This is an optimization exercise on Yosys and OpenROAD, whose aim is small area and a short achievable clock period, not a production implementation. At most, simulation tests tie the RTL to the original design; equivalence was not proved. The RTL of runs 1 and 2 was laid out without a check of its function. No activity file was given, so power comes from the tool's default toggle rates.

`flow/design.v`:
```
package riscv_pkg;
    localparam int xlen = 32;
    localparam logic [6:0] OPCODE_LOAD   = 7'b0000011;
    localparam logic [6:0] OPCODE_OP_IMM = 7'b0010011;
    localparam logic [6:0] OPCODE_STORE  = 7'b0100011;
    localparam logic [6:0] OPCODE_OP     = 7'b0110011;
    localparam logic [6:0] OPCODE_LUI    = 7'b0110111;
    localparam logic [6:0] OPCODE_BRANCH = 7'b1100011;
    typedef struct packed {
        logic [31:0] q0;        
        logic [31:4] q1;        
        logic        c4;        
        logic [7:1]  gg;        
        logic [7:1]  gp;        
        logic        ltx;       
        logic        brx;       
        logic [31:0] sh;        
        logic [1:0]  shamt;     
        logic [1:0]  shamt_n;   
        logic        fill;      
        logic        sel_sll;
        logic        sel_sr;
        logic        sel_lt;
        logic        br_eq;
        logic        br_lt;
        logic        br_inv;
    } stage_t;
endpackage
module g_inv (input logic a, output logic y);
    assign y = ~a;
endmodule
module g_nand2 (input logic a, input logic b, output logic y);
    assign y = ~(a & b);
endmodule
module g_nand3 (input logic a, input logic b, input logic c, output logic y);
    assign y = ~(a & b & c);
endmodule
module g_nor3 (input logic a, input logic b, input logic c, output logic y);
    assign y = ~(a | b | c);
endmodule
module g_nand4 (input logic a, input logic b, input logic c, input logic d, output logic y);
    assign y = ~(a & b & c & d);
endmodule
module g_nor2 (input logic a, input logic b, output logic y);
    assign y = ~(a | b);
endmodule
module g_aoi21 (input logic a1, input logic a2, input logic b, output logic y);
    assign y = ~((a1 & a2) | b);
endmodule
module g_oai21 (input logic a1, input logic a2, input logic b, output logic y);
    assign y = ~((a1 | a2) & b);
endmodule
module g_aoi22 (input logic a1, input logic a2, input logic b1, input logic b2, output logic y);
    assign y = ~((a1 & a2) | (b1 & b2));
endmodule
module g_xor2 (input logic a, input logic b, output logic y);
    assign y = a ^ b;
endmodule
module g_xnor2 (input logic a, input logic b, output logic y);
    assign y = ~(a ^ b);
endmodule
module g_a21boi (input logic a1, input logic a2, input logic bn, output logic y);
    assign y = ~((a1 & a2) | ~bn);
endmodule
module g_aoi221 (input logic a1, input logic a2, input logic b1, input logic b2, input logic c, output logic y);
    assign y = ~((a1 & a2) | (b1 & b2) | c);
endmodule
module g_mux2i (input logic s, input logic a0, input logic a1, output logic y);
    assign y = ~(s ? a1 : a0);
endmodule
`timescale 1ns/1ps
module regfile #(
    parameter int data_width = 32
) (
    input  logic                  clk,
    input  logic                  arst_n,
    input  logic [4:0]            rs1_addr,
    input  logic [4:0]            rs2_addr,
    input  logic                  rs2_en,
    input  logic                  fwd1,
    input  logic                  fwd2,
    input  logic [data_width-1:0] fwd_data,
    input  logic [4:0]            wr_addr_d,   
    input  logic                  wr_en,
    input  logic [data_width-1:0] wr_data,
    output logic [data_width-1:0] rs1_data,
    output logic [data_width-1:0] rs2_data
);
    logic [31:1] written;
    logic [31:1] we;
    logic [31:1] wr_hot;       
    logic [31:1] readable;
    logic [31:1] sel1, sel2;
    logic [data_width-1:0] regs [1:31];
    for (genvar r = 1; r < 32; r++) begin : g_reg
        always_ff @(posedge clk) begin
            wr_hot[r] <= wr_addr_d == 5'(r);
        end
        assign we[r]        = wr_en && wr_hot[r];
        assign readable[r]  = written[r] && !we[r];
        always_ff @(posedge clk or negedge arst_n) begin
            if (!arst_n) written[r] <= 1'b0;
            else if (we[r]) written[r] <= 1'b1;
        end
        always_ff @(posedge clk) begin
            if (we[r]) regs[r] <= wr_data;
        end
    end
    rf_dec rd1_dec (.addr(rs1_addr), .en(readable),  .sel(sel1));
    rf_dec rd2_dec (.addr(rs2_addr), .en(readable),  .sel(sel2));
    for (genvar i = 0; i < data_width; i++) begin : g_col
        logic [31:0] col;
        for (genvar r = 1; r < 32; r++) begin : g_bit
            assign col[r] = regs[r][i];
        end
        assign col[0] = fwd_data[i];
        rf_col rd1_col (.sel({sel1, fwd1}), .d(col), .en(1'b1),   .y(rs1_data[i]));
        rf_col rd2_col (.sel({sel2, fwd2}), .d(col), .en(rs2_en), .y(rs2_data[i]));
    end
endmodule
module rf_dec (
    input  logic [4:0]  addr,
    input  logic [31:1] en,
    output logic [31:1] sel
);
    logic [4:0] an;
    logic [3:0] hi;
    logic [7:0] lo;
    for (genvar i = 0; i < 5; i++) begin : g_an
        g_inv u (.a(addr[i]), .y(an[i]));
    end
    for (genvar h = 0; h < 4; h++) begin : g_hi
        g_nor2 u (.a(((h >> 1) & 1) ? an[4] : addr[4]), .b((h & 1) ? an[3] : addr[3]), .y(hi[h]));
    end
    for (genvar l = 0; l < 8; l++) begin : g_lo
        g_nor3 u (.a(((l >> 2) & 1) ? an[2] : addr[2]), .b(((l >> 1) & 1) ? an[1] : addr[1]),
                  .c((l & 1) ? an[0] : addr[0]), .y(lo[l]));
    end
    for (genvar r = 1; r < 32; r++) begin : g_sel
        logic sn;
        g_nand3 u_n (.a(hi[r >> 3]), .b(lo[r & 7]), .c(en[r]), .y(sn));
        g_inv   u_i (.a(sn), .y(sel[r]));
    end
endmodule
module rf_col (
    input  logic [31:0] sel,
    input  logic [31:0] d,
    input  logic        en,
    output logic        y
);
    logic [15:0] l1;
    logic [3:0]  l2;
    logic [1:0]  l3;
    for (genvar k = 0; k < 16; k++) begin : g_l1
        g_aoi22 u (.a1(sel[2*k]), .a2(d[2*k]), .b1(sel[2*k+1]), .b2(d[2*k+1]), .y(l1[k]));
    end
    for (genvar k = 0; k < 4; k++) begin : g_l2
        g_nand4 u (.a(l1[4*k]), .b(l1[4*k+1]), .c(l1[4*k+2]), .d(l1[4*k+3]), .y(l2[k]));
    end
    g_nor2  u_l3a (.a(l2[0]), .b(l2[1]), .y(l3[0]));
    g_nor2  u_l3b (.a(l2[2]), .b(l2[3]), .y(l3[1]));
    g_a21boi u_l4 (.a1(l3[0]), .a2(l3[1]), .bn(en), .y(y));
endmodule
`timescale 1ns/1ps
module decode_alu (
    input  logic [31:0]       a,           
    input  logic [31:0]       s2,          
    input  logic [31:0]       k,           
    input  logic [31:0]       imm,
    input  logic              sub,
    input  logic              sel_add,
    input  logic              lp,
    input  logic              lg,
    input  logic              lui,
    input  logic              sel_sll,
    input  logic              sel_sr,
    input  logic              sra,
    input  logic              lt_signed,
    input  logic              sel_lt,
    input  logic              br_eq,
    input  logic              br_lt,
    input  logic              br_inv,
    output riscv_pkg::stage_t st
);
    logic [31:0] t, p, pn, qn, gn, g, other_n;
    logic [31:0] s0n;             
    logic [31:4] s1n;             
    logic        subn;
    assign subn = ~sub;
    for (genvar i = 0; i < 32; i++) begin : g_pg
        g_xor2  u_t  (.a(s2[i]), .b(k[i]), .y(t[i]));
        g_nor2  u_qn (.a(a[i]), .b(t[i]), .y(qn[i]));
        g_nand2 u_gn (.a(a[i]), .b(t[i]), .y(gn[i]));
        if (i % 4 == 0) begin : g_pn
            g_xnor2 u_pn (.a(a[i]), .b(t[i]), .y(pn[i]));
        end else begin : g_npn
            assign pn[i] = 1'b0;    
        end
        g_xor2  u_p  (.a(a[i]), .b(t[i]), .y(p[i]));
        g_inv   u_g  (.a(gn[i]), .y(g[i]));
    end
    logic [31:0] il;
    assign il = imm & {32{lui}};
    for (genvar i = 0; i < 32; i++) begin : g_oth
        g_aoi221 u (.a1(p[i]), .a2(lp), .b1(g[i]), .b2(lg), .c(il[i]), .y(other_n[i]));
    end
    for (genvar b = 0; b < 8; b++) begin : g_grp
        logic [3:0] g1, p1, g2n, p2n;
        logic [3:0] pb, pnb, qnb, gnb;
        assign pb  = p[4*b +: 4];
        assign pnb = pn[4*b +: 4];
        assign qnb = qn[4*b +: 4];
        assign gnb = gn[4*b +: 4];
        assign g1[0] = g[4*b];
        assign p1[0] = pb[0];
        for (genvar j = 1; j < 4; j++) begin : g_l1
            g_oai21 u_g (.a1(qnb[j]), .a2(gnb[j-1]), .b(gnb[j]), .y(g1[j]));
            g_nor2  u_p (.a(qnb[j]), .b(qnb[j-1]), .y(p1[j]));
        end
        assign g2n[0] = gnb[0];
        assign p2n[0] = qnb[0];
        g_inv u_g2n1 (.a(g1[1]), .y(g2n[1]));
        g_inv u_p2n1 (.a(p1[1]), .y(p2n[1]));
        for (genvar j = 2; j < 4; j++) begin : g_l2
            g_aoi21 u_g (.a1(p1[j]), .a2(g1[j-2]), .b(g1[j]), .y(g2n[j]));
            g_nand2 u_p (.a(p1[j]), .b(p1[j-2]), .y(p2n[j]));
        end
        for (genvar j = 0; j < 4; j++) begin : g_sum
            localparam int I = 4*b + j;
            if (b == 0) begin : g_cin
                if (j == 0) begin : g_j0
                    g_xnor2 u_s (.a(pb[0]), .b(sub), .y(s0n[I]));
                end else if (j == 1) begin : g_j1
                    logic c;
                    g_oai21 u_c (.a1(qnb[0]), .a2(subn), .b(gnb[0]), .y(c));
                    g_xnor2 u_s (.a(pb[j]), .b(c), .y(s0n[I]));
                end else if (j == 2) begin : g_j2
                    logic cn;
                    g_aoi21 u_c (.a1(p1[1]), .a2(sub), .b(g1[1]), .y(cn));
                    g_xor2  u_s (.a(pb[j]), .b(cn), .y(s0n[I]));
                end else begin : g_j3
                    logic c;
                    g_oai21 u_c (.a1(p2n[2]), .a2(subn), .b(g2n[2]), .y(c));
                    g_xnor2 u_s (.a(pb[j]), .b(c), .y(s0n[I]));
                end
            end else begin : g_cs
                if (j == 0) begin : g_j0
                    assign s0n[I] = pnb[0];
                    assign s1n[I] = pb[0];
                end else if (j == 1) begin : g_j1
                    logic c1;
                    g_xor2  u_s0 (.a(pb[j]), .b(gnb[0]), .y(s0n[I]));
                    g_nand2 u_c1 (.a(gnb[0]), .b(qnb[0]), .y(c1));
                    g_xnor2 u_s1 (.a(pb[j]), .b(c1), .y(s1n[I]));
                end else if (j == 2) begin : g_j2
                    logic c1n;
                    g_xnor2 u_s0 (.a(pb[j]), .b(g1[1]), .y(s0n[I]));
                    g_nor2  u_c1 (.a(g1[1]), .b(p1[1]), .y(c1n));
                    g_xor2  u_s1 (.a(pb[j]), .b(c1n), .y(s1n[I]));
                end else begin : g_j3
                    logic c1;
                    g_xor2  u_s0 (.a(pb[j]), .b(g2n[2]), .y(s0n[I]));
                    g_nand2 u_c1 (.a(g2n[2]), .b(p2n[2]), .y(c1));
                    g_xnor2 u_s1 (.a(pb[j]), .b(c1), .y(s1n[I]));
                end
            end
        end
        if (b == 0) begin : g_c4
            g_oai21 u_c (.a1(p2n[3]), .a2(subn), .b(g2n[3]), .y(st.c4));
        end else begin : g_gp
            g_inv u_g (.a(g2n[3]), .y(st.gg[b]));
            g_inv u_p (.a(p2n[3]), .y(st.gp[b]));
        end
    end
    for (genvar i = 0; i < 32; i++) begin : g_q0
        g_mux2i u (.s(sel_add), .a0(other_n[i]), .a1(s0n[i]), .y(st.q0[i]));
    end
    for (genvar i = 4; i < 32; i++) begin : g_q1
        g_mux2i u (.s(sel_add), .a0(other_n[i]), .a1(s1n[i]), .y(st.q1[i]));
    end
    assign st.ltx = ~(lt_signed & (a[31] ^ ~t[31]));
    assign st.brx = st.ltx ^ br_inv;
    logic [31:0] x0, x1, x2, x3;
    logic        fill, fill_n;
    assign fill   = sra & a[31];
    assign fill_n = ~fill;
    for (genvar i = 0; i < 32; i++) begin : g_sh
        g_mux2i u0 (.s(sel_sll), .a0(a[i]), .a1(a[31-i]), .y(x0[i]));
        if (i + 16 < 32) begin : g_a
            g_mux2i u1 (.s(t[4]), .a0(x0[i]), .a1(x0[i+16]), .y(x1[i]));
        end else begin : g_b
            g_mux2i u1 (.s(t[4]), .a0(x0[i]), .a1(fill_n), .y(x1[i]));
        end
        if (i + 8 < 32) begin : g_c
            g_mux2i u2 (.s(t[3]), .a0(x1[i]), .a1(x1[i+8]), .y(x2[i]));
        end else begin : g_d
            g_mux2i u2 (.s(t[3]), .a0(x1[i]), .a1(fill), .y(x2[i]));
        end
        if (i + 4 < 32) begin : g_e
            g_mux2i u3 (.s(t[2]), .a0(x2[i]), .a1(x2[i+4]), .y(x3[i]));
        end else begin : g_f
            g_mux2i u3 (.s(t[2]), .a0(x2[i]), .a1(fill_n), .y(x3[i]));
        end
    end
    assign st.sh      = x3;
    assign st.shamt   = t[1:0];
    assign st.shamt_n = ~t[1:0];
    assign st.fill    = fill;
    assign st.sel_sll = sel_sll;
    assign st.sel_sr  = sel_sr;
    assign st.sel_lt  = sel_lt;
    assign st.br_eq   = br_eq;
    assign st.br_lt   = br_lt;
    assign st.br_inv  = br_inv;
endmodule
`timescale 1ns/1ps
module decode_ctrl (
    input  logic [31:0] inst,
    input  logic        inst_valid,
    input  logic        fwd_valid,    
    input  logic [4:0]  fwd_rd,
    output logic        wb,           
    output logic        rs2_en,       
    output logic        fwd1,         
    output logic        fwd2,         
    output logic [31:0] k,            
    output logic [31:0] imm,
    output logic        sub,          
    output logic        sel_add,
    output logic        lp,           
    output logic        lg,
    output logic        lui,
    output logic        sel_sll,
    output logic        sel_sr,
    output logic        sra,
    output logic        lt_signed,
    output logic        sel_lt,
    output logic        br_eq,
    output logic        br_lt,
    output logic        br_inv
);
    logic [6:0] opcode;
    logic [2:0] f3;
    logic       is_op, is_imm, is_load, is_store, is_br, arith;
    assign opcode = inst[6:0];
    assign f3     = inst[14:12];
    assign is_op    = opcode == riscv_pkg::OPCODE_OP;
    assign is_imm   = opcode == riscv_pkg::OPCODE_OP_IMM;
    assign lui      = opcode == riscv_pkg::OPCODE_LUI;
    assign is_load  = opcode == riscv_pkg::OPCODE_LOAD;
    assign is_store = opcode == riscv_pkg::OPCODE_STORE;
    assign is_br    = opcode == riscv_pkg::OPCODE_BRANCH;
    assign arith    = is_op || is_imm;
    assign wb = inst_valid && (inst[11:7] != 5'd0) && (arith || lui || is_load);
    assign rs2_en = is_op || is_br;
    assign fwd1   = fwd_valid && fwd_rd == inst[19:15];
    assign fwd2   = fwd_valid && fwd_rd == inst[24:20];
    assign sel_add   = (arith && f3 == 3'b000) || is_load || is_store;
    assign sel_sll   = arith && f3 == 3'b001;
    assign sel_sr    = arith && f3 == 3'b101;
    assign sra       = sel_sr && inst[30];
    assign sel_lt    = (arith && f3[2:1] == 2'b01) || (is_br && f3[2]);
    assign lt_signed = (arith && f3 == 3'b010) || (is_br && f3[2:1] == 2'b10);
    assign sub       = (is_op && f3 == 3'b000 && inst[30]) || sel_lt;
    assign lp        = (arith && (f3 == 3'b100 || f3 == 3'b110)) || (is_br && f3[2:1] == 2'b00);
    assign lg        = arith && f3[2:1] == 2'b11;
    assign br_eq     = is_br && f3[2:1] == 2'b00;
    assign br_lt     = is_br && f3[2];
    assign br_inv    = f3[0];
    always_comb begin
        if (lui)           imm = {inst[31:12], 12'b0};
        else if (is_store) imm = {{20{inst[31]}}, inst[31:25], inst[11:7]};
        else               imm = {{20{inst[31]}}, inst[31:20]};
    end
    assign k = rs2_en ? {32{sub}} : (imm ^ {32{sub}});
endmodule
`timescale 1ns/1ps
module alu_exec (
    input  riscv_pkg::stage_t st,
    output logic [31:0]       result,      
    output logic [31:0]       result_int,  
    output logic              taken
);
    logic [7:0] e_g, e_p, l1g_n, l1p_n, l2g, l2p, l3g_n;
    assign e_g = {st.gg, st.c4};
    assign e_p = {st.gp, 1'b0};
    g_inv u_l1g0 (.a(st.c4), .y(l1g_n[0]));
    assign l1p_n[0] = 1'b1;
    for (genvar k = 1; k < 8; k++) begin : g_l1
        g_aoi21 u_g (.a1(e_p[k]), .a2(e_g[k-1]), .b(e_g[k]), .y(l1g_n[k]));
        if (k >= 2) begin : g_p
            g_nand2 u_p (.a(e_p[k]), .b(e_p[k-1]), .y(l1p_n[k]));
        end else begin : g_p1
            assign l1p_n[k] = 1'b1;    
        end
    end
    assign l2g[0] = st.c4;
    g_inv u_l2g1 (.a(l1g_n[1]), .y(l2g[1]));
    assign l2p[1:0] = 2'b00;
    for (genvar k = 2; k < 8; k++) begin : g_l2
        g_oai21 u_g (.a1(l1p_n[k]), .a2(l1g_n[k-2]), .b(l1g_n[k]), .y(l2g[k]));
        g_nor2  u_p (.a(l1p_n[k]), .b(l1p_n[k-2]), .y(l2p[k]));
    end
    assign l3g_n[3:0] = 4'hf;    
    for (genvar k = 4; k < 8; k++) begin : g_l3
        g_aoi21 u_g (.a1(l2p[k]), .a2(l2g[k-4]), .b(l2g[k]), .y(l3g_n[k]));
    end
    logic c32;
    g_inv u_c32 (.a(l3g_n[7]), .y(c32));
    logic [31:0] sum_n;
    assign sum_n[3:0] = ~st.q0[3:0];
    for (genvar b = 1; b < 8; b++) begin : g_sel
        for (genvar j = 0; j < 4; j++) begin : g_bit
            localparam int I = 4*b + j;
            if (b == 1) begin : g_1
                g_mux2i u (.s(st.c4), .a0(st.q0[I]), .a1(st.q1[I]), .y(sum_n[I]));
            end else if (b == 2) begin : g_2
                g_mux2i u (.s(l1g_n[1]), .a0(st.q1[I]), .a1(st.q0[I]), .y(sum_n[I]));
            end else if (b < 5) begin : g_34
                g_mux2i u (.s(l2g[b-1]), .a0(st.q0[I]), .a1(st.q1[I]), .y(sum_n[I]));
            end else begin : g_57
                g_mux2i u (.s(l3g_n[b-1]), .a0(st.q1[I]), .a1(st.q0[I]), .y(sum_n[I]));
            end
        end
    end
    logic [31:0] y4, y5, shx_n;
    logic        fill_n;
    assign fill_n = ~st.fill;
    for (genvar i = 0; i < 32; i++) begin : g_sh
        logic a4, a5;
        assign a4 = (i + 2 < 32) ? st.sh[(i + 2) % 32] : st.fill;
        if (i < 16) begin : g_lo
            g_mux2i u4 (.s(st.shamt[1]), .a0(st.sh[i]), .a1(a4), .y(y4[i]));
            g_mux2i u5 (.s(st.shamt[0]), .a0(y4[i]), .a1(y4[i+1]), .y(y5[i]));
        end else begin : g_hi
            g_mux2i u4 (.s(st.shamt_n[1]), .a0(a4), .a1(st.sh[i]), .y(y4[i]));
            if (i + 1 < 32) begin : g_c
                g_mux2i u5 (.s(st.shamt_n[0]), .a0(y4[i+1]), .a1(y4[i]), .y(y5[i]));
            end else begin : g_d
                g_mux2i u5 (.s(st.shamt_n[0]), .a0(fill_n), .a1(y4[i]), .y(y5[i]));
            end
        end
    end
    for (genvar i = 0; i < 32; i++) begin : g_shx
        g_aoi22 u (.a1(st.sel_sr), .a2(y5[i]), .b1(st.sel_sll), .b2(y5[31-i]), .y(shx_n[i]));
    end
    logic lt, eq;
    assign lt = c32 ^ st.ltx;
    assign eq = ~|st.q0;
    for (genvar i = 1; i < 32; i++) begin : g_res
        g_nand2 u_out (.a(sum_n[i]), .b(shx_n[i]), .y(result[i]));
        g_nand2 u_int (.a(sum_n[i]), .b(shx_n[i]), .y(result_int[i]));
    end
    logic lt_n;
    assign lt_n = ~(st.sel_lt & lt);
    g_nand3 u_out0 (.a(sum_n[0]), .b(shx_n[0]), .c(lt_n), .y(result[0]));
    g_nand3 u_int0 (.a(sum_n[0]), .b(shx_n[0]), .c(lt_n), .y(result_int[0]));
    assign taken = (st.br_eq & (eq ^ st.br_inv)) | (st.br_lt & (c32 ^ st.brx));
endmodule
`timescale 1ns/1ps
module exec_core #(
    parameter int data_width = riscv_pkg::xlen
) (
    input  logic                  clk,
    input  logic                  arst_n,
    input  logic [31:0]           inst,
    input  logic                  inst_valid,
    output logic [data_width-1:0] result,
    output logic [4:0]            result_rd,
    output logic                  result_valid,
    output logic                  branch_taken
);
    logic [31:0] rs1_data, rs2_data, res, res_int, k, imm;
    logic        valid_q, wb_q, wb_d;
    logic [4:0]  rd_q;
    logic        rs2_en, fwd1, fwd2;
    logic        sub, sel_add, lp, lg, lui, sel_sll, sel_sr, sra;
    logic        lt_signed, sel_lt, br_eq, br_lt, br_inv;
    riscv_pkg::stage_t st_d, st_q;
    decode_ctrl decode_ctrl_inst (
        .inst       (inst),
        .inst_valid (inst_valid),
        .fwd_valid  (wb_q),
        .fwd_rd     (rd_q),
        .wb         (wb_d),
        .rs2_en     (rs2_en),
        .fwd1       (fwd1),
        .fwd2       (fwd2),
        .k          (k),
        .imm        (imm),
        .sub        (sub),
        .sel_add    (sel_add),
        .lp         (lp),
        .lg         (lg),
        .lui        (lui),
        .sel_sll    (sel_sll),
        .sel_sr     (sel_sr),
        .sra        (sra),
        .lt_signed  (lt_signed),
        .sel_lt     (sel_lt),
        .br_eq      (br_eq),
        .br_lt      (br_lt),
        .br_inv     (br_inv)
    );
    regfile #(.data_width(32)) regfile_inst (
        .clk      (clk),
        .arst_n   (arst_n),
        .rs1_addr (inst[19:15]),
        .rs2_addr (inst[24:20]),
        .rs2_en   (rs2_en),
        .fwd1     (fwd1),
        .fwd2     (fwd2),
        .fwd_data (res_int),
        .wr_addr_d (inst[11:7]),
        .wr_en    (wb_q),
        .wr_data  (res_int),
        .rs1_data (rs1_data),
        .rs2_data (rs2_data)
    );
    decode_alu decode_alu_inst (
        .a         (rs1_data),
        .s2        (rs2_data),
        .k         (k),
        .imm       (imm),
        .sub       (sub),
        .sel_add   (sel_add),
        .lp        (lp),
        .lg        (lg),
        .lui       (lui),
        .sel_sll   (sel_sll),
        .sel_sr    (sel_sr),
        .sra       (sra),
        .lt_signed (lt_signed),
        .sel_lt    (sel_lt),
        .br_eq     (br_eq),
        .br_lt     (br_lt),
        .br_inv    (br_inv),
        .st        (st_d)
    );
    always_ff @(posedge clk or negedge arst_n) begin
        if (!arst_n) begin
            valid_q <= 1'b0;
            wb_q    <= 1'b0;
        end else begin
            valid_q <= inst_valid;
            wb_q    <= wb_d;
        end
    end
    always_ff @(posedge clk) begin
        rd_q <= inst[11:7];
        st_q <= st_d;
    end
    alu_exec alu_exec_inst (
        .st     (st_q),
        .result     (res),
        .result_int (res_int),
        .taken      (branch_taken)
    );
    assign result       = res;
    assign result_rd    = rd_q;
    assign result_valid = valid_q;
endmodule
```
`flow/flow/run.sh`:
```
#!/bin/bash
# Own layout flow: the standard layout (standard.sh) with these changes.
#  1. DONT_USE_CELLS adds the full and half adder cells (fa, ha) and the
#     clkdlybuf4s delay buffers to the platform's list (flow/dont_use.txt
#     holds the whole list), so synthesis maps adders to plain gates and
#     port buffering and repair use ordinary buffers.
#  2. After synthesis, a22oi_2 and a21oi_2 cells (what synthesis makes of
#     the design's single-gate modules) start at size 1, and the gates of
#     the register file's read decoders and columns get drive strengths
#     that suit their loads (flow/swap.tcl, rules in flow/settings.sh).
#  3. Clock tree synthesis without dummy loads, with small sink clusters
#     (flow/settings.sh).
#  4. Timing repair aims at a shorter period than the design's clock
#     (setup margin from flow/settings.sh) on all endpoints.
# Everything else (synthesis script, floorplan, power grid, placement,
# routing, the clock period and constraints) is the standard flow.
# Each tool's full output goes to a log file here (flow_*.log); ORFS also
# writes each step's log under orfs/logs/.
set -euo pipefail
source flow/settings.sh
du="$(cat flow/dont_use.txt)"
vars=("DONT_USE_CELLS=$du" "CTS_ARGS=$CTS_ARGS" "SETUP_SLACK_MARGIN=$MARGIN" "TNS_END_PERCENT=$TNS")
res="orfs/results/${FLOW_PLATFORM:-sky130hd}/exec_core/base"

bash standard.sh "${vars[@]}" synth > flow_synth.log 2>&1
ODB_IN="$res/1_synth.odb" ODB_OUT="$res/1_synth.odb" SWAP="$SWAP" SIZE="${SIZE:-}" \
  openroad -no_init -exit flow/swap.tcl > flow_swap.log 2>&1
touch "$res/1_synth.sdc"
bash standard.sh "${vars[@]}" finish > flow_finish.log 2>&1
```
`flow/flow/dont_use.txt`:
```
sky130_fd_sc_hd__probe_p_8 sky130_fd_sc_hd__probec_p_8 sky130_fd_sc_hd__lpflow_bleeder_1 sky130_fd_sc_hd__lpflow_clkbufkapwr_1 sky130_fd_sc_hd__lpflow_clkbufkapwr_16 sky130_fd_sc_hd__lpflow_clkbufkapwr_2 sky130_fd_sc_hd__lpflow_clkbufkapwr_4 sky130_fd_sc_hd__lpflow_clkbufkapwr_8 sky130_fd_sc_hd__lpflow_clkinvkapwr_1 sky130_fd_sc_hd__lpflow_clkinvkapwr_16 sky130_fd_sc_hd__lpflow_clkinvkapwr_2 sky130_fd_sc_hd__lpflow_clkinvkapwr_4 sky130_fd_sc_hd__lpflow_clkinvkapwr_8 sky130_fd_sc_hd__lpflow_decapkapwr_12 sky130_fd_sc_hd__lpflow_decapkapwr_3 sky130_fd_sc_hd__lpflow_decapkapwr_4 sky130_fd_sc_hd__lpflow_decapkapwr_6 sky130_fd_sc_hd__lpflow_decapkapwr_8 sky130_fd_sc_hd__lpflow_inputiso0n_1 sky130_fd_sc_hd__lpflow_inputiso0p_1 sky130_fd_sc_hd__lpflow_inputiso1n_1 sky130_fd_sc_hd__lpflow_inputiso1p_1 sky130_fd_sc_hd__lpflow_inputisolatch_1 sky130_fd_sc_hd__lpflow_isobufsrc_1 sky130_fd_sc_hd__lpflow_isobufsrc_16 sky130_fd_sc_hd__lpflow_isobufsrc_2 sky130_fd_sc_hd__lpflow_isobufsrc_4 sky130_fd_sc_hd__lpflow_isobufsrc_8 sky130_fd_sc_hd__lpflow_isobufsrckapwr_16 sky130_fd_sc_hd__lpflow_lsbuf_lh_hl_isowell_tap_1 sky130_fd_sc_hd__lpflow_lsbuf_lh_hl_isowell_tap_2 sky130_fd_sc_hd__lpflow_lsbuf_lh_hl_isowell_tap_4 sky130_fd_sc_hd__lpflow_lsbuf_lh_isowell_4 sky130_fd_sc_hd__lpflow_lsbuf_lh_isowell_tap_1 sky130_fd_sc_hd__lpflow_lsbuf_lh_isowell_tap_2 sky130_fd_sc_hd__lpflow_lsbuf_lh_isowell_tap_4 sky130_fd_sc_hd__fa_1 sky130_fd_sc_hd__fa_2 sky130_fd_sc_hd__fa_4 sky130_fd_sc_hd__ha_1 sky130_fd_sc_hd__ha_2 sky130_fd_sc_hd__ha_4 sky130_fd_sc_hd__clkdlybuf4s15_1 sky130_fd_sc_hd__clkdlybuf4s15_2 sky130_fd_sc_hd__clkdlybuf4s18_1 sky130_fd_sc_hd__clkdlybuf4s18_2 sky130_fd_sc_hd__clkdlybuf4s25_1 sky130_fd_sc_hd__clkdlybuf4s25_2 sky130_fd_sc_hd__clkdlybuf4s50_1 sky130_fd_sc_hd__clkdlybuf4s50_2
```
`flow/flow/settings.sh`:
```
# Settings read by flow/run.sh
CTS_ARGS="-sink_clustering_enable -repair_clock_nets -dont_use_dummy_load -sink_clustering_size 20 -sink_clustering_max_diameter 50 -buf_list {sky130_fd_sc_hd__clkbuf_4 sky130_fd_sc_hd__clkbuf_8}"
MARGIN=5.5
TNS=100
SWAP="sky130_fd_sc_hd__a22oi_2 sky130_fd_sc_hd__a22oi_1 sky130_fd_sc_hd__a21oi_2 sky130_fd_sc_hd__a21oi_1"
SIZE="*_dec.g_sel*.sn d sky130_fd_sc_hd__nand3_2
*_dec.g_sel*.sn s sky130_fd_sc_hd__inv_6
*_dec.g_hi*.u.y d sky130_fd_sc_hd__nor2_2
*_dec.g_lo*.u.y d sky130_fd_sc_hd__nor3_2
*_dec.an* d sky130_fd_sc_hd__inv_2
*_dec.g_an* d sky130_fd_sc_hd__inv_2"
```
`flow/flow/swap.tcl`:
```
# Set the sizes of some cells in the synthesized design before the
# floorplan. SWAP lists pairs "from to" of masters with the same function:
# every instance of "from" becomes "to" (the single-gate modules start at
# their smallest size). SIZE lists triples "net-pattern role master": the
# driver (role d) or the sinks (role s) of each net whose name matches the
# pattern get that master (same function, another drive strength). The
# layout's repair steps resize further where timing needs it.
read_db $::env(ODB_IN)
set db [ord::get_db]
set block [ord::get_db_block]
proc master {name} {
  set m [$::db findMaster $name]
  if {$m eq "NULL" || $m eq ""} { error "no master $name" }
  return $m
}
set map [dict create]
foreach {from to} [expr {[info exists ::env(SWAP)] ? $::env(SWAP) : ""}] { dict set map $from $to }
set n 0
foreach inst [$block getInsts] {
  set m [[$inst getMaster] getName]
  if {[dict exists $map $m]} {
    $inst swapMaster [master [dict get $map $m]]
    incr n
  }
}
puts "swapped $n instances"
set rules [expr {[info exists ::env(SIZE)] ? $::env(SIZE) : ""}]
foreach {pat role to} $rules {
  set k 0
  set nm [master $to]
  foreach net [$block getNets] {
    if {![string match $pat [$net getName]]} continue
    foreach it [$net getITerms] {
      set want [expr {$role eq "d" ? [$it isOutputSignal] : [$it isInputSignal]}]
      if {!$want} continue
      set inst [$it getInst]
      set old [[$inst getMaster] getName]
      # only the same function: the names must agree up to the drive suffix
      regsub {_[0-9]+$} $old "" of
      regsub {_[0-9]+$} $to "" nf
      if {$of ne $nf} { puts "skip $old on [$net getName]"; continue }
      $inst swapMaster $nm
      incr k
    }
  }
  puts "rule $pat $role $to: $k instances"
}
write_db $::env(ODB_OUT)
```
`flow/standard.sh`:
```
#!/bin/bash
# synth_recipe.tcl (not shown) runs the flow's synth.tcl, then flattens the netlist and writes it again
# the make line also repeats each setting of config.mk as NAME=value (left out here)
make -C /OpenROAD-flow-scripts/flow DESIGN_CONFIG=/design/flow/config.mk WORK_HOME=/design/flow/orfs CLKGATE_MAP_FILE= SYNTH_SCRIPT=/design/flow/synth_recipe.tcl "${@:-finish}"
```
`flow/config.mk`:
```
export PLATFORM = sky130hd
export DESIGN_NAME = exec_core
export DESIGN_NICKNAME = exec_core
export VERILOG_FILES = /design/flow/design.v
export SDC_FILE = /design/flow/constraint.sdc
export NUM_CORES = 8
export LEC_CHECK = 0
export CAP_MARGIN = 20
export CORE_MARGIN = 2
export CORE_UTILIZATION = 40
export PLACE_DENSITY = 0.6
export SETUP_SLACK_MARGIN = 5
export SLEW_MARGIN = 20
export SYNTH_HIERARCHICAL = 1
export SYNTH_MINIMUM_KEEP_SIZE = 0
export TNS_END_PERCENT = 100
```
`flow/constraint.sdc`:
```
create_clock -name core_clock -period 10.0 [get_ports {clk}]
set_input_delay 2.0000 -clock core_clock [delete_from_list [all_inputs] [get_ports {clk}]]
set_output_delay 2.0000 -clock core_clock [all_outputs]
set_load 0.01 [all_outputs]
```
==> results_dict.tcl, run 1 <==
set metrics [dict create \
    grt_usage 0.287 \
    rsz0062_at_grt "yes" \
    fin_ws_ns 5.30 \
    fillers 11900 \
    ys_warn_count 10 \
    drt_iter0_drc 6802 \
    drv_slew 0 \
    num-nets-final 4366 \
    drive_gt1_frac 0.175 \
    preCtsSetupSlack_ns 3.24 \
    utilization 0.455 \
    crit_top_cell "nor2_1" \
    drc 0 \
    clk_latency_ns 0.92 \
    ir_drop_v 0.0000951 \
    grt-busiest-layer "met2" \
    die_w_um 371 \
    gp_congestion 0.949 \
    crit_arrival_ns 5.38 \
    final_area_um2 60900 \
    final_antenna_net_count 0 \
    die_area_um2 138000 \
    slew_headroom 0.222 \
    wl_per_cell_um 33.5 \
    first_pass_iters 8 \
    cts_buffers 116 \
    grt_pass1_wl_um 280000 \
    finalCriticalPeriod_ns 4.70 \
    antenna_found_initial 5 \
    status "no timing/DRC/antenna violations" \
    netlist_area_um2 53900 \
    met1_usage 0.381 \
    wl_um 204000 \
    cp_top_family "simple AND/OR/NAND/NOR gates" \
    grt_use_met3 0.0826 \
    clockBufferDepth 3 \
    crit_chain "buf_4 -> inv_2 -> nor3_4 -> buf_6 -> nand3_2 -> clkinv_8 -> a22oi_1 -> nand4_1 -> nor2_1 -> a21boi_2 -> xor2_2 -> nor2_2 -> nor2_1 -> a21oi_2 -> nand2_1 -> xnor2_1 -> mux2i_1" \
    fin_crit_sh 0.470 \
    max-cap-violations 0 \
    skew_ns 0.128 \
    crit_slowest_cell "nor2_1" \
    tns_ns 0 \
    cp.required_ns 10.68 \
    grt_pass1_vias 37700 \
    worst_slew_pin_slew_ns 1.17 \
    grt_max_degree 67 \
    start_kind "primary input" \
    start_util 0.403 \
    hold_viol_final 0 \
    grtUsageMet2 0.420 \
    htree_levels 3 \
    rows 134 \
    holdWs_ns 0.458 \
    power_density_nw_per_um2 136 \
    setup_viol 0 \
    die_h_um 371 \
    clk_pin_slew_worst_paths_ns 0.07 \
    synthesis.area_per_instance_um2 13.6 \
    timing.critical_path.buf_inv 4 \
    overflow 0 \
    vias 40400 \
    clock_sinks 1181 \
    clockRootBuffer "clkbuf_8" \
    num_io_pins 74 \
    crit_type "in2reg" \
    dpl_cell_area_um2 56800 \
    max_freq_mhz 213 \
    p_leak_uw 0.0176 \
    syn_to_final_growth_pct 13.0 \
    cts_tree "built" \
    endpoint_kind "flop" \
    path_max_fanout 32 \
    hpwl_um 129000 \
    min_path_type "reg2reg" \
    postSynthCellCount 3970 \
    core-area_um2 134000 \
    slowest_delay_ns 0.63 \
    drt-vias-per-instance 6.62 \
    portBuffers 73 \
]
==> per-layer routing <==
metal	vias up	routed length, µm
met5	-	0
met4	0	13300
met3	538	25500
met2	2887	87400
met1	20100	78200
li1	16800	-
==> report_power, final <==
group	total [µW]	switching, µW	leakage, µW	internal (µW)
Sequential	5310	18.5	0.00861	5290
Clock	2610	1590	0.000834	1020
Combinational	389	257	0.00819	132
Total	8310	1860	0.0176	6440
==> final timing paths <==
check	from	to	slack [ns]	cells after the start
setup / recovery	inst[22]	st_q[63]	5.30	17
hold / removal	regfile_inst.written[13]	regfile_inst.written[13]	0.46	1
setup reg to reg	wb_q	st_q[63]	5.49	15
hold reg to reg	regfile_inst.written[13]	regfile_inst.written[13]	0.46	1
max in group asynchronous	arst_n	wb_q	8.44	1
min in group asynchronous	arst_n	regfile_inst.written[3]	1.08	1
==> layout by cell type, fill, tap and decap left out, types with 32 or more instances in the layout <==
cell type,instances
a22oi_1,1030
edfxtp_1,992
nand4_1,258
mux2i_1,240
nor2_1,210
nand2_1,157
dfxtp_1,146
buf_1,139
clkbuf_8,117
xor2_1,78
nand3_2,62
inv_1,57
xnor2_1,42
nor2b_1,38
buf_2,36
and2_1,35
a21boi_2,35
or2_2,33
a221oi_2,32
conb_1,32
dfrtp_1,32
==> worst register-to-register path: cells and delay by family (launching register included) <==
kind / cells / cell delay [ns]
compound gates: 3 / 0.73
xor+xnor: 2 / 0.40
buf+inv: 1 / 0.21
flops: 1 / 0.71
mux: 1 / 0.10
simple gates: 8 / 2.15
==> sequential cells by signal, summed over array words and instances, names as in the netlist <==
| register | flops |
|---|---|
| st_q | 120 |
| rd_q | 5 |
| regfile_inst.wr_hot | 31 |
| wb_q | 1 |
| regfile_inst.regs | 992 |
| valid_q | 1 |
| regfile_inst.written | 31 |
==> what timing repair did <==
item | CTS | global route
pin swaps | 24 | 44
setup endpoints to repair | 145 | 119
buffers inserted | 51 | 37
gates cloned | 2 | 3
resized for setup | 226 | 193
hold buffers | 0 | 0
==> through the flow <==
step                      power [µW]  std cells
after floorplan                 5620       4001
after global placement          5740       5886
after detailed placement        5740       5886
after CTS                       8300       6055
after global routing            8530       6098
final                           8310       6101
==> cell type report <==
cell class | count | area [µm²] | area share
Antenna cell | 4 | 10.0 | 0.000164
Multi-Input combinational cell | 2661 | 20900 | 0.344
Sequential cell | 1181 | 33800 | 0.555
Tap cell | 1768 | 2210 | 0.0363
Timing Repair inverter | 1 | 11.3 | 0.000185
Timing Repair Buffer | 236 | 1360 | 0.0223
Inverter | 134 | 965 | 0.0158
Clock buffer | 116 | 1600 | 0.0262
==> run 2, diff against run 1 <==
--- a/flow/flow/settings.sh
+++ b/flow/flow/settings.sh
@@ -10,2 +10,5 @@
 *_dec.an* d sky130_fd_sc_hd__inv_2
 *_dec.g_an* d sky130_fd_sc_hd__inv_2"
+SIZE="$SIZE
+*_col.g_l2*.u.y d sky130_fd_sc_hd__nand4_2
+*_col.l3* d sky130_fd_sc_hd__nor2_2"
==> results_dict.tcl, run 2 <==
set metrics [dict create \
    antenna_found_initial 9 \
    finalCriticalPeriod_ns 4.57 \
    ys_warn_count 10 \
    drive_gt1_frac 0.257 \
    min_path_cells 1 \
    largest_reg_flops 992 \
    grt_usage 0.289 \
    path_max_fanout 2 \
    tns_ns 0 \
    final_cell_mix "a22oi_1 (1029), edfxtp_1 (992), nand4_2 (256)" \
    clockBufferDepth 3 \
    worst_slew_pin_slew_ns 1.17 \
    syn_to_final_growth_pct 12.5 \
    synthesis.area_per_instance_um2 14.1 \
    fin_crit_sh 0.457 \
    netlist_area_um2 55800 \
    grt_max_degree 37 \
    crit_chain "nor4_2 -> nand4_1 -> buf_6 -> o211ai_1 -> o311ai_2 -> buf_4" \
    drc 0 \
    drt_iter0_drc 5478 \
    clock_sinks 1181 \
    htree_levels 4 \
    vias 40200 \
    portBuffers 73 \
    core-area_um2 139000 \
    slowest_delay_ns 0.48 \
    max-cap-violations 0 \
    ir_drop_v 0.000144 \
    final_common_cell "a22oi_1" \
    status "no timing/DRC/antenna violations" \
    endpoint_kind "output pin" \
    overflow 0 \
    slew_headroom 0.223 \
    cts_tree "built" \
    cp.required_ns 8.00 \
    first_pass_iters 6 \
    final_antenna_net_count 0 \
    clk_pin_slew_worst_paths_ns 0.07 \
    clk_latency_ns 0.94 \
    gp_congestion 0.940 \
    rows 137 \
    r2r_end "st_q[71]" \
    power_density_nw_per_um2 135 \
    max_flop_register "regfile_inst.regs" \
    hpwl_um 131000 \
    drv_slew 0 \
    drt-vias-per-instance 6.49 \
    p_leak_uw 0.0179 \
    grt_pass1_wl_um 289000 \
    die_area_um2 142000 \
    min_path_type "reg2reg" \
    die_w_um 377 \
    wl_um 211000 \
    r2r_slack_ns 5.66 \
    crit_arrival_ns 2.57 \
    start_kind "flop" \
    crit_slowest_cell "nor4_2" \
    worst_r2r_path_depth 15 \
    utilization 0.452 \
    cts_buffers 130 \
    wl_per_cell_um 34.1 \
    hold_viol_final 0 \
    num_io_pins 74 \
    start_util 0.401 \
    num-nets-final 4354 \
    min_to "regfile_inst.written[28]" \
    worstHoldStart "regfile_inst.written[28]" \
    setup_viol 0 \
    skew_ns 0.114 \
    die_h_um 377 \
    grt_pass1_vias 38000 \
    postSynthCellCount 3970 \
    largestRegisters "regfile_inst.regs x992, st_q x120" \
    crit_type "reg2out" \
    clockRootBuffer "clkbuf_8" \
    rr_startpoint "wb_q" \
    max_freq_mhz 219 \
    rsz0062_at_grt "yes" \
    fillers 12400 \
]
==> run 2: worst max path at each step <==
stage                    from            to
finish              st_q[104]  branch_taken
global route        st_q[101]  branch_taken
CTS                 st_q[101]  branch_taken
detailed placement   inst[21]      st_q[23]
floorplan            inst[21]      st_q[62]
global placement     inst[21]      st_q[31]
==> run 2: through the flow <==
stage	hold slack, ns	instances	area (µm²)	worst slack [ns]	total power, µW
3_5_place_dp	0.443	5994	58900	3.01	5750
2_1_floorplan	0.431	4001	56100	4.88	5630
5_1_grt	0.476	6194	62800	5.34	8720
3_3_place_gp	0.443	5992	58900	3.10	5750
6_report	0.454	6196	62800	5.43	8490
4_1_cts	0.456	6173	61900	5.37	8500
==> run 2: cell type report <==
| cell class | instances | area [µm²] | area share |
|---|---|---|---|
| Sequential cell | 1181 | 33800 | 0.538 |
| Multi-Input combinational cell | 2662 | 22600 | 0.360 |
| Tap cell | 1876 | 2350 | 0.0374 |
| Clock buffer | 130 | 1790 | 0.0285 |
| Timing Repair Buffer | 210 | 1280 | 0.0204 |
| Inverter | 134 | 975 | 0.0155 |
| Antenna cell | 3 | 7.51 | 0.000120 |
==> run 2: routing by layer <==
metal | routed length [µm] | track usage
met5 | 26 | 0
met4 | 11000 | 0.143
met1 | 81700 | 0.378
met3 | 23400 | 0.0760
met2 | 95000 | 0.444
==> run 2: critical path: cells and delay by family (launching register included) <==
family          cells  cell delay (ns)
buf+inv             2             0.35
simple gates        2             0.65
compound gates      2             0.35
flops               1             0.35
==> run 2: repair_timing <==
item | CTS | global route
pin swaps | 25 | 13
setup buffers | 45 | 18
setup endpoints to repair | 171 | 115
hold buffers | 0 | 0
gates cloned | 4 | 1
resized for setup | 190 | 143
==> run 2: power breakdown <==
group,switching [µW],internal (µW),total (µW)
registers,18.5,5290,5310
logic,266,136,402
clock network,1630,1150,2780
==> run 3, diff against run 2 <==
--- a/flow/design.v
+++ b/flow/design.v
@@ -63,6 +63,7 @@
     assign y = ~((a1 & a2) | ~bn);
 endmodule
-module g_aoi221 (input logic a1, input logic a2, input logic b1, input logic b2, input logic c, output logic y);
-    assign y = ~((a1 & a2) | (b1 & b2) | c);
+module g_aoi222 (input logic a1, input logic a2, input logic b1, input logic b2,
+                 input logic c1, input logic c2, output logic y);
+    assign y = ~((a1 & a2) | (b1 & b2) | (c1 & c2));
 endmodule
 module g_mux2i (input logic s, input logic a0, input logic a1, output logic y);
@@ -81,5 +82,5 @@
     input  logic                  fwd2,
     input  logic [data_width-1:0] fwd_data,
-    input  logic [4:0]            wr_addr_d,   
+    input  logic [4:0]            wr_addr,
     input  logic                  wr_en,
     input  logic [data_width-1:0] wr_data,
@@ -89,13 +90,11 @@
     logic [31:1] written;
     logic [31:1] we;
-    logic [31:1] wr_hot;       
     logic [31:1] readable;
+    logic        rs2_en_n;
+    assign rs2_en_n = ~rs2_en;
     logic [31:1] sel1, sel2;
     logic [data_width-1:0] regs [1:31];
     for (genvar r = 1; r < 32; r++) begin : g_reg
-        always_ff @(posedge clk) begin
-            wr_hot[r] <= wr_addr_d == 5'(r);
-        end
-        assign we[r]        = wr_en && wr_hot[r];
+        assign we[r]        = wr_en && (wr_addr == 5'(r));
         assign readable[r]  = written[r] && !we[r];
         always_ff @(posedge clk or negedge arst_n) begin
@@ -115,6 +114,6 @@
         end
         assign col[0] = fwd_data[i];
-        rf_col rd1_col (.sel({sel1, fwd1}), .d(col), .en(1'b1),   .y(rs1_data[i]));
-        rf_col rd2_col (.sel({sel2, fwd2}), .d(col), .en(rs2_en), .y(rs2_data[i]));
+        rf_col rd1_col (.sel({sel1, fwd1}), .d(col), .en_n(1'b0),    .y(rs1_data[i]));
+        rf_col rd2_col (.sel({sel2, fwd2}), .d(col), .en_n(rs2_en_n), .y(rs2_data[i]));
     end
 endmodule
@@ -146,19 +145,20 @@
     input  logic [31:0] sel,
     input  logic [31:0] d,
-    input  logic        en,
+    input  logic        en_n,
     output logic        y
 );
-    logic [15:0] l1;
-    logic [3:0]  l2;
-    logic [1:0]  l3;
-    for (genvar k = 0; k < 16; k++) begin : g_l1
-        g_aoi22 u (.a1(sel[2*k]), .a2(d[2*k]), .b1(sel[2*k+1]), .b2(d[2*k+1]), .y(l1[k]));
-    end
-    for (genvar k = 0; k < 4; k++) begin : g_l2
-        g_nand4 u (.a(l1[4*k]), .b(l1[4*k+1]), .c(l1[4*k+2]), .d(l1[4*k+3]), .y(l2[k]));
-    end
-    g_nor2  u_l3a (.a(l2[0]), .b(l2[1]), .y(l3[0]));
-    g_nor2  u_l3b (.a(l2[2]), .b(l2[3]), .y(l3[1]));
-    g_a21boi u_l4 (.a1(l3[0]), .a2(l3[1]), .bn(en), .y(y));
+    logic [10:0] l1;
+    logic [2:0]  l2;
+    logic        l3;
+    for (genvar k = 0; k < 10; k++) begin : g_l1
+        g_aoi222 u (.a1(sel[3*k]), .a2(d[3*k]), .b1(sel[3*k+1]), .b2(d[3*k+1]),
+                    .c1(sel[3*k+2]), .c2(d[3*k+2]), .y(l1[k]));
+    end
+    g_aoi22 u_l1x (.a1(sel[30]), .a2(d[30]), .b1(sel[31]), .b2(d[31]), .y(l1[10]));
+    g_nand4 u_l2a (.a(l1[0]), .b(l1[1]), .c(l1[2]), .d(l1[3]), .y(l2[0]));
+    g_nand4 u_l2b (.a(l1[4]), .b(l1[5]), .c(l1[6]), .d(l1[7]), .y(l2[1]));
+    g_nand3 u_l2c (.a(l1[8]), .b(l1[9]), .c(l1[10]), .y(l2[2]));
+    g_nor3  u_l3  (.a(l2[0]), .b(l2[1]), .c(l2[2]), .y(l3));
+    g_nor2  u_l4  (.a(l3), .b(en_n), .y(y));
 endmodule
 `timescale 1ns/1ps
@@ -200,9 +200,5 @@
         g_inv   u_g  (.a(gn[i]), .y(g[i]));
     end
-    logic [31:0] il;
-    assign il = imm & {32{lui}};
-    for (genvar i = 0; i < 32; i++) begin : g_oth
-        g_aoi221 u (.a1(p[i]), .a2(lp), .b1(g[i]), .b2(lg), .c(il[i]), .y(other_n[i]));
-    end
+    assign other_n = ~((p & {32{lp}}) | (g & {32{lg}}) | (imm & {32{lui}}));
     for (genvar b = 0; b < 8; b++) begin : g_grp
         logic [3:0] g1, p1, g2n, p2n;
@@ -512,5 +508,5 @@
         .fwd2     (fwd2),
         .fwd_data (res_int),
-        .wr_addr_d (inst[11:7]),
+        .wr_addr  (rd_q),
         .wr_en    (wb_q),
         .wr_data  (res_int),
--- a/flow/flow/settings.sh
+++ b/flow/flow/settings.sh
@@ -3,5 +3,5 @@
 MARGIN=5.5
 TNS=100
-SWAP="sky130_fd_sc_hd__a22oi_2 sky130_fd_sc_hd__a22oi_1 sky130_fd_sc_hd__a21oi_2 sky130_fd_sc_hd__a21oi_1"
+SWAP="sky130_fd_sc_hd__a22oi_2 sky130_fd_sc_hd__a22oi_1 sky130_fd_sc_hd__a21oi_2 sky130_fd_sc_hd__a21oi_1 sky130_fd_sc_hd__nor3_2 sky130_fd_sc_hd__nor3_1 sky130_fd_sc_hd__a21boi_2 sky130_fd_sc_hd__a21boi_1"
 SIZE="*_dec.g_sel*.sn d sky130_fd_sc_hd__nand3_2
 *_dec.g_sel*.sn s sky130_fd_sc_hd__inv_6
@@ -10,5 +10,2 @@
 *_dec.an* d sky130_fd_sc_hd__inv_2
 *_dec.g_an* d sky130_fd_sc_hd__inv_2"
-SIZE="$SIZE
-*_col.g_l2*.u.y d sky130_fd_sc_hd__nand4_2
-*_col.l3* d sky130_fd_sc_hd__nor2_2"
==> results_dict.tcl, run 3 <==
set metrics [dict create \
    portBuffers 73 \
    wl_um 199000 \
    rsz0062_at_grt "yes" \
    status "no timing/DRC/antenna violations" \
    synthesis.area_per_instance_um2 14.8 \
    drt_iter0_drc 9962 \
    p_leak_uw 0.0175 \
    die_area_um2 130000 \
    ir_drop_v 0.0000943 \
    power.internal_uw 6310 \
    core-area_um2 127000 \
    grt_pass1_wl_um 271000 \
    num-nets-final 3890 \
    p_comb_frac 0.050 \
    die_w_um 361 \
    cts_tree "built" \
    yosysMostFrequentCell "edfxtp_1" \
    drt-met1-wl_um 73800 \
    max-cap-violations 0 \
    netlist_area_um2 51000 \
    start_kind "primary input" \
    die_h_um 361 \
    rows 131 \
    wl_met2_um 83600 \
    yosysUniqueCellTypes 54 \
    fin_crit_sh 0.461 \
    drc 0 \
    utilization 0.462 \
    final_cell_mix "edfxtp_1 (992), a222oi_1 (672), mux2i_1 (247)" \
    ys_ff_latch 1150 \
    power_density_nw_per_um2 139 \
    synth_edf_count 992 \
    pwr-share-clk 0.312 \
    drv_slew 0 \
    min_path_type "reg2reg" \
    wl_per_cell_um 36.0 \
    yosysTopAreaCell "edfxtp_1" \
    final_antenna_net_count 0 \
    synth-area-yosys_um2 51300 \
    synth_area_leaders "edfxtp_1 (58%), a222oi_1 (13%), mux2i_1 (5.6%)" \
    max_flop_register "regfile_inst.regs" \
    met3WireLength_um 28400 \
    worst_slew_pin_slew_ns 1.18 \
    finalNonFillerCells 5517 \
    crit_arrival_ns 5.27 \
    max_freq_mhz 217 \
    clockBufferDepth 3 \
    drt-vias-per-instance 7.15 \
    drive_gt1_frac 0.196 \
    tns_ns 0 \
    synthArstFlopShare 0.0287 \
    crit_type "in2reg" \
    antenna_found_initial 10 \
    p_seq_frac 0.637 \
    skew_ns 0.119 \
    finalCriticalPeriod_ns 4.61 \
    endpoint_kind "flop" \
    yosys_most_used_dff "edfxtp_1" \
    num_io_pins 74 \
    dpl.cell_count 5258 \
    grt_pass1_vias 35900 \
    clock_sinks 1150 \
    path_max_fanout 32 \
    overflow 0 \
    postSynthCellCount 3452 \
    synth_seq_area_share 0.646 \
    clockRootBuffer "clkbuf_8" \
    largestRegisters "regfile_inst.regs x992, st_q x120, regfile_inst.written x31" \
    hold_viol_final 0 \
    grt_max_degree 67 \
    clk_pin_slew_worst_paths_ns 0.06 \
    final_common_cell "edfxtp_1" \
    ys_warn_count 10 \
    vias 39400 \
    largest_reg_flops 992 \
    cts_buffers 114 \
    hpwl_um 125000 \
    setup_viol 0 \
    clk_latency_ns 0.89 \
    htree_levels 3 \
    top_layer_used "met5" \
    swShare 0.224 \
    gp_congestion 0.927 \
    start_util 0.402 \
    slew_headroom 0.212 \
    grt_usage 0.290 \
    cp.required_ns 10.67 \
    cts-hold-fix-buffers 0 \
    p_sw_uw 1820 \
    synthTopCellsByCount "edfxtp_1 (992), a222oi_1 (672), mux2i_1 (287)" \
    yosysTopAreaCellShare 0.581 \
    total_power_uw 8130 \
    first_pass_iters 15 \
    syn_to_final_growth_pct 15.1 \
]
## run 3: power by group through the flow
stage               clock network (µW)  registers, µW  logic [µW]
floorplan                            0           5290         208
global placement                     0           5290         323
detailed placement                   0           5290         325
CTS                               2570           5180         367
global route                      2740           5190         429
finish                            2540           5190         410
## run 3: what timing repair did
action	4_1_cts	5_1_grt
cloned	6	4
pin swaps	68	97
buffers inserted	67	66
resized for setup	320	182
endpoints found under the setup margin	146	121
## run 3: per-module statistics from Yosys, one instance, submodules excluded, excerpt
module       area, µm²  times used  cells inside  flops+latches
decode_ctrl       1140           1           172              0
g_nor3            10.0          80             1              0
g_aoi21           8.76          28             1              0
g_xnor2           8.76          31             1              0
g_nand4           6.26         128             1              0
g_nand3           5.00         128             1              0
g_oai21           5.00          33             1              0
g_inv             3.75         121             1              0
## run 3: area by class of cell
type | instances | area (µm²)
antenna | 2 | 5.00
clock buffer | 114 | 1570
fill | 11100 | 68300
inverter | 138 | 942
multi-input combinational | 2154 | 19100
sequential | 1150 | 33100
tap | 1662 | 2080
timing repair buffer | 293 | 1810
timing repair inverter | 4 | 41.3
## run 3: worst paths after layout
check	from	end	slack (ns)	depth (start not counted)
setup reg to reg	rd_q[4]	st_q[82]	5.44	13
max in group asynchronous	arst_n	wb_q	8.08	1
min in group asynchronous	arst_n	regfile_inst.written[25]	1.27	1
setup / recovery	inst[22]	st_q[82]	5.39	15
hold / removal	regfile_inst.written[13]	regfile_inst.written[13]	0.47	1
hold reg to reg	regfile_inst.written[13]	regfile_inst.written[13]	0.47	1
## run 3: through the flow
| stage | setup WS [ns] | hold WS (ns) | area [µm²] |
|---|---|---|---|
| 2_1_floorplan | 4.89 | 0.436 | 51300 |
| 3_3_place_gp | 3.30 | 0.454 | 53900 |
| 3_5_place_dp | 3.24 | 0.460 | 54000 |
| 4_1_cts | 5.43 | 0.474 | 57400 |
| 5_1_grt | 5.43 | 0.488 | 58700 |
| 6_report | 5.39 | 0.468 | 58700 |
## run 3: kinds of logic (layout without fill, tap and decap cells)
logic type	after synthesis	count (layout)	synth area share
AOI/OAI and AO/OA	905	905	0.174
xor gates and xnor gates	144	147	0.0246
buffers and inverters	184	549	0.0160
DFF	1150	1150	0.646
muxes	287	287	0.0560
other	1	34	0.0000731
and+or+nand+nor	781	783	0.0834
## run 3: routing by layer
layer / global-route usage / vias to the layer above
met4: 0.166 / 6
met1: 0.402 / 19600
li1: - / 15900
met3: 0.0592 / 465
met2: 0.422 / 3453
met5: 0 / -
## run 3: worst max-delay path, stage by stage
cell,delay [ns]
buf_16,0.13
inv_8,0.08
nor3_4,0.04
buf_6,0.13
buf_1,0.10
nand3_2,0.10
inv_6,0.15
a222oi_1,0.62
nand4_1,0.37
nor3_4,0.36
nor2_1,0.10
xor2_1,0.31
xor2_1,0.20
a222oi_1,0.39
mux2i_1,0.15
==> run 4, diff against run 3 <==
==> flow/flow/settings.sh (replaced) <==
# Settings read by flow/run.sh
CTS_ARGS="-sink_clustering_enable -repair_clock_nets -dont_use_dummy_load -sink_clustering_size 16 -sink_clustering_max_diameter 40 -buf_list {sky130_fd_sc_hd__clkbuf_4 sky130_fd_sc_hd__clkbuf_8}"
MARGIN=5.4
TNS=100
SWAP="sky130_fd_sc_hd__a22oi_2 sky130_fd_sc_hd__a22oi_1 sky130_fd_sc_hd__a21oi_2 sky130_fd_sc_hd__a21oi_1 sky130_fd_sc_hd__nor3_2 sky130_fd_sc_hd__nor3_1 sky130_fd_sc_hd__a21boi_2 sky130_fd_sc_hd__a21boi_1"
SIZE="*_dec.g_sel*.sn d sky130_fd_sc_hd__nand3_2
*_dec.g_sel*.sn s sky130_fd_sc_hd__inv_6
*_dec.g_hi*.u.y d sky130_fd_sc_hd__nor2_2
*_dec.g_lo*.u.y d sky130_fd_sc_hd__nor3_2
*_dec.an* d sky130_fd_sc_hd__inv_2
*_dec.g_an* d sky130_fd_sc_hd__inv_2"
==> results_dict.tcl, run 4 <==
set metrics [dict create \
    status "no timing/DRC/antenna violations" \
    cp.required_ns 10.68 \
    largestRegisters "regfile_inst.regs x992, st_q x120, regfile_inst.written x31" \
    grt_max_degree 55 \
    num_io_pins 74 \
    synthArstFlopShare 0.0287 \
    rows 131 \
    crit_slowest_cell "nand4_1" \
    rsz0062_at_grt "yes" \
    finalCriticalPeriod_ns 4.73 \
    clockBufferDepth 3 \
    drt-vias-per-instance 7.11 \
    synth_seq_area_share 0.646 \
    slowest_delay_ns 0.59 \
    max_flop_register "regfile_inst.regs" \
    drv_slew 0 \
    die_h_um 361 \
    p_comb_frac 0.045 \
    hpwl_um 126000 \
    final_antenna_net_count 0 \
    p_seq_frac 0.612 \
    synth_edf_count 992 \
    fillers 11200 \
    power_density_nw_per_um2 146 \
    cts_buffers 148 \
    crit_type "in2reg" \
    yosysTopAreaCellShare 0.581 \
    setup_viol 0 \
    drt_iter0_drc 9627 \
    yosysMostFrequentCell "edfxtp_1" \
    p_sw_uw 1880 \
    clk_pin_slew_worst_paths_ns 0.04 \
    max_freq_mhz 211 \
    core-area_um2 127000 \
    num-nets-final 3855 \
    grtUsageMet2 0.429 \
    power.internal_uw 6600 \
    min_path_type "reg2reg" \
    largest_reg_flops 992 \
    synthesis.area_per_instance_um2 14.8 \
    ys_warn_count 10 \
    synth-area-yosys_um2 51300 \
    multiInputGateArea_um2 18500 \
    start_kind "primary input" \
    path_max_fanout 32 \
    ir_drop_v 0.000135 \
    crit_chain "clkbuf_4 -> inv_4 -> nor3_4 -> nand3_2 -> inv_6 -> a222oi_1 -> nand4_1 -> nor3_4 -> nor2_1 -> xor2_2 -> nand2_1 -> o21ai_1 -> nor2_1 -> xor2_1 -> mux2i_1" \
    yosysUniqueCellTypes 54 \
    slew_headroom 0.223 \
    postSynthCellCount 3452 \
    wl_per_cell_um 36.0 \
    cts_tree "built" \
    drc 0 \
    skew_ns 0.0830 \
    first_pass_iters 14 \
    p_leak_uw 0.0174 \
    grt-busiest-layer "met2" \
    antenna_found_initial 6 \
    met1_usage 0.390 \
    portBuffers 73 \
    regArea_um2 33100 \
    clk_latency_ns 0.90 \
    final_cell_mix "edfxtp_1 (992), a222oi_1 (672), mux2i_1 (251)" \
    yosys_most_used_dff "edfxtp_1" \
    start_util 0.402 \
    endpoint_kind "flop" \
    fin_crit_sh 0.473 \
    drive_gt1_frac 0.177 \
    die_w_um 361 \
    pwr-share-clk 0.343 \
    swShare 0.222 \
    htree_levels 4 \
    max-cap-violations 0 \
    synthTopCellsByCount "edfxtp_1 (992), a222oi_1 (672), mux2i_1 (287)" \
    grt_pass1_wl_um 271000 \
    utilization 0.456 \
    grt_pass1_vias 36300 \
    crit_arrival_ns 5.41 \
    final_common_cell "edfxtp_1" \
    synth_area_leaders "edfxtp_1 (58%), a222oi_1 (13%), mux2i_1 (5.6%)" \
    cts-hold-fix-buffers 0 \
    syn_to_final_growth_pct 13.6 \
    hold_viol_final 0 \
    clockRootBuffer "clkbuf_8" \
    die_area_um2 130000 \
    ys_ff_latch 1150 \
    wl_um 197000 \
    vias 39000 \
    tns_ns 0 \
    gp_congestion 0.999 \
    overflow 0 \
    clock_sinks 1150 \
    grt_use_met3 0.0718 \
    yosysTopAreaCell "edfxtp_1" \
    grt_usage 0.290 \
    netlist_area_um2 51000 \
    worst_slew_pin_slew_ns 1.16 \
]
-- run 4: cell count changes in the layout (fill, tap and decap cells not counted), moves of 7 or more --
| cell | change |
|---|---|
| buf_1 | -23 |
| mux2i_4 | -14 |
| xor2_1 | +7 |
| nor2_4 | -11 |
| nor3_1 | +14 |
| nor2_2 | -10 |
| clkbuf_8 | +34 |
| buf_2 | -17 |
| nor2_1 | +21 |
| mux2i_2 | +10 |
| nor3_4 | -14 |
| buf_6 | -19 |
| dfxtp_2 | -7 |
-- run 4: power groups by stage --
stage / Combinational [µW] / Clock [µW] / Sequential, µW
after floorplan: 208 / 0 / 5290
after detailed placement: 323 / 0 / 5290
final: 379 / 2910 / 5190
after global placement: 321 / 0 / 5290
after global routing: 395 / 3120 / 5190
after CTS: 349 / 2940 / 5190
-- run 4: critical path, delay by kind of cell --
kind	cells	cell delay, ns
xor gates and xnor gates	2	0.41
buffers and inverters	3	0.50
AOI/OAI and AO/OA	2	0.77
and+or+nand+nor	7	1.60
muxes	1	0.08
-- run 4: area by class of cell --
| type | count | share of cell area |
|---|---|---|
| Antenna cell | 1 | 0.0000432 |
| Clock buffer | 148 | 0.0352 |
| Inverter | 138 | 0.0155 |
| Multi-Input combinational cell | 2153 | 0.319 |
| Sequential cell | 1150 | 0.572 |
| Tap cell | 1662 | 0.0359 |
| Timing Repair Buffer | 226 | 0.0217 |
| Timing Repair inverter | 3 | 0.000475 |
-- run 4: worst paths after layout --
kind / startpoint / cells after the start / end / slack (ns)
setup / recovery: inst[20] / 15 / st_q[82] / 5.27
hold / removal: regfile_inst.written[7] / 1 / regfile_inst.written[7] / 0.48
setup reg to reg: wb_q / 15 / st_q[87] / 5.33
hold reg to reg: regfile_inst.written[7] / 1 / regfile_inst.written[7] / 0.48
max in group asynchronous: arst_n / 1 / wb_q / 7.98
min in group asynchronous: arst_n / 1 / regfile_inst.written[14] / 1.27
-- run 4: per-stage QoR --
step / cell area [µm²] / instances / hold WS (ns) / power [µW] / setup WS [ns]
floorplan: 51300 / 3483 / 0.436 / 5490 / 4.89
detailed placement: 54000 / 5259 / 0.462 / 5610 / 3.27
finish: 57900 / 5481 / 0.476 / 8470 / 5.27
global route: 57900 / 5481 / 0.492 / 8710 / 5.31
CTS: 57100 / 5460 / 0.473 / 8480 / 5.40
global placement: 53900 / 5257 / 0.450 / 5610 / 3.44
-- run 4: logic make-up (layout without fill, tap and decap cells) --
logic type             after synthesis  in the layout  share of synthesized area
AO/OA/AOI/OAI                      905            905                      0.174
XOR/XNOR                           144            147                     0.0246
buffers and inverters              184            515                     0.0160
other                                1             33                  0.0000731
multiplexers                       287            287                     0.0560
flip-flops                        1150           1150                      0.646
AND/OR/NAND/NOR                    781            782                     0.0834
-- run 4: timing repair --
action	CTS	global route
pin swaps	26	44
cloned	4	4
resized for setup	182	150
buffers inserted	49	15
setup endpoints to repair	145	104
hold endpoints to repair	0	0
-- run 4: per-module statistics from Yosys (local to each module, per instance), a selection --
module	cell area (µm²)	cells inside	flip-flops and latches
g_mux2i	10.0	1	0
g_nand2	3.75	1	0
g_nand4	6.26	1	0
g_aoi21	8.76	1	0
g_xnor2	8.76	1	0
g_aoi222	10.0	1	0
decode_alu	510	58	0
g_nand3	5.00	1	0
-- run 4: metal layers --
layer / share of wire / vias to the layer above / routed length (µm)
li1: - / 15800 / -
met1: 0.37 / 19400 / 72700
met2: 0.42 / 3278 / 83600
met3: 0.14 / 473 / 27500
met4: 0.068 / 8 / 13500
met5: 0.00050 / - / 99

==> port drivers added, routing unchanged <==
No port has a modelled driver above. Below, the same layouts with a new extraction and two added sets of constraints. Step 1 assumes that a clkbuf_16 drives the clock port and a buf_2 every other input. Step 2 also shifts input and output timing later by t, the mid clock arrival at the registers, as if the neighbouring blocks saw the same clock. a / b / c = ideal ports / drivers / drivers and shift; a / b = the first two.
| run | t, ns | slack for setup (ns) | latest minus earliest clock arrival (ns) |
|---|---|---|---|
| run 1 | 0.929 | 5.300 / 5.347 / 4.418 | 0.129 / 0.129 |
| run 2 | 0.962 | 5.431 / 5.348 / 4.575 | 0.114 / 0.113 |
| run 3 | 0.910 | 5.394 / 5.402 / 4.492 | 0.133 / 0.133 |
| run 4 | 0.932 | 5.266 / 5.307 / 4.375 | 0.086 / 0.086 |
After both steps every run listed still meets setup and hold. The setup slack of run 3, which loses most, moves by +0.008 ns with the drivers and by -0.902 ns with both steps.
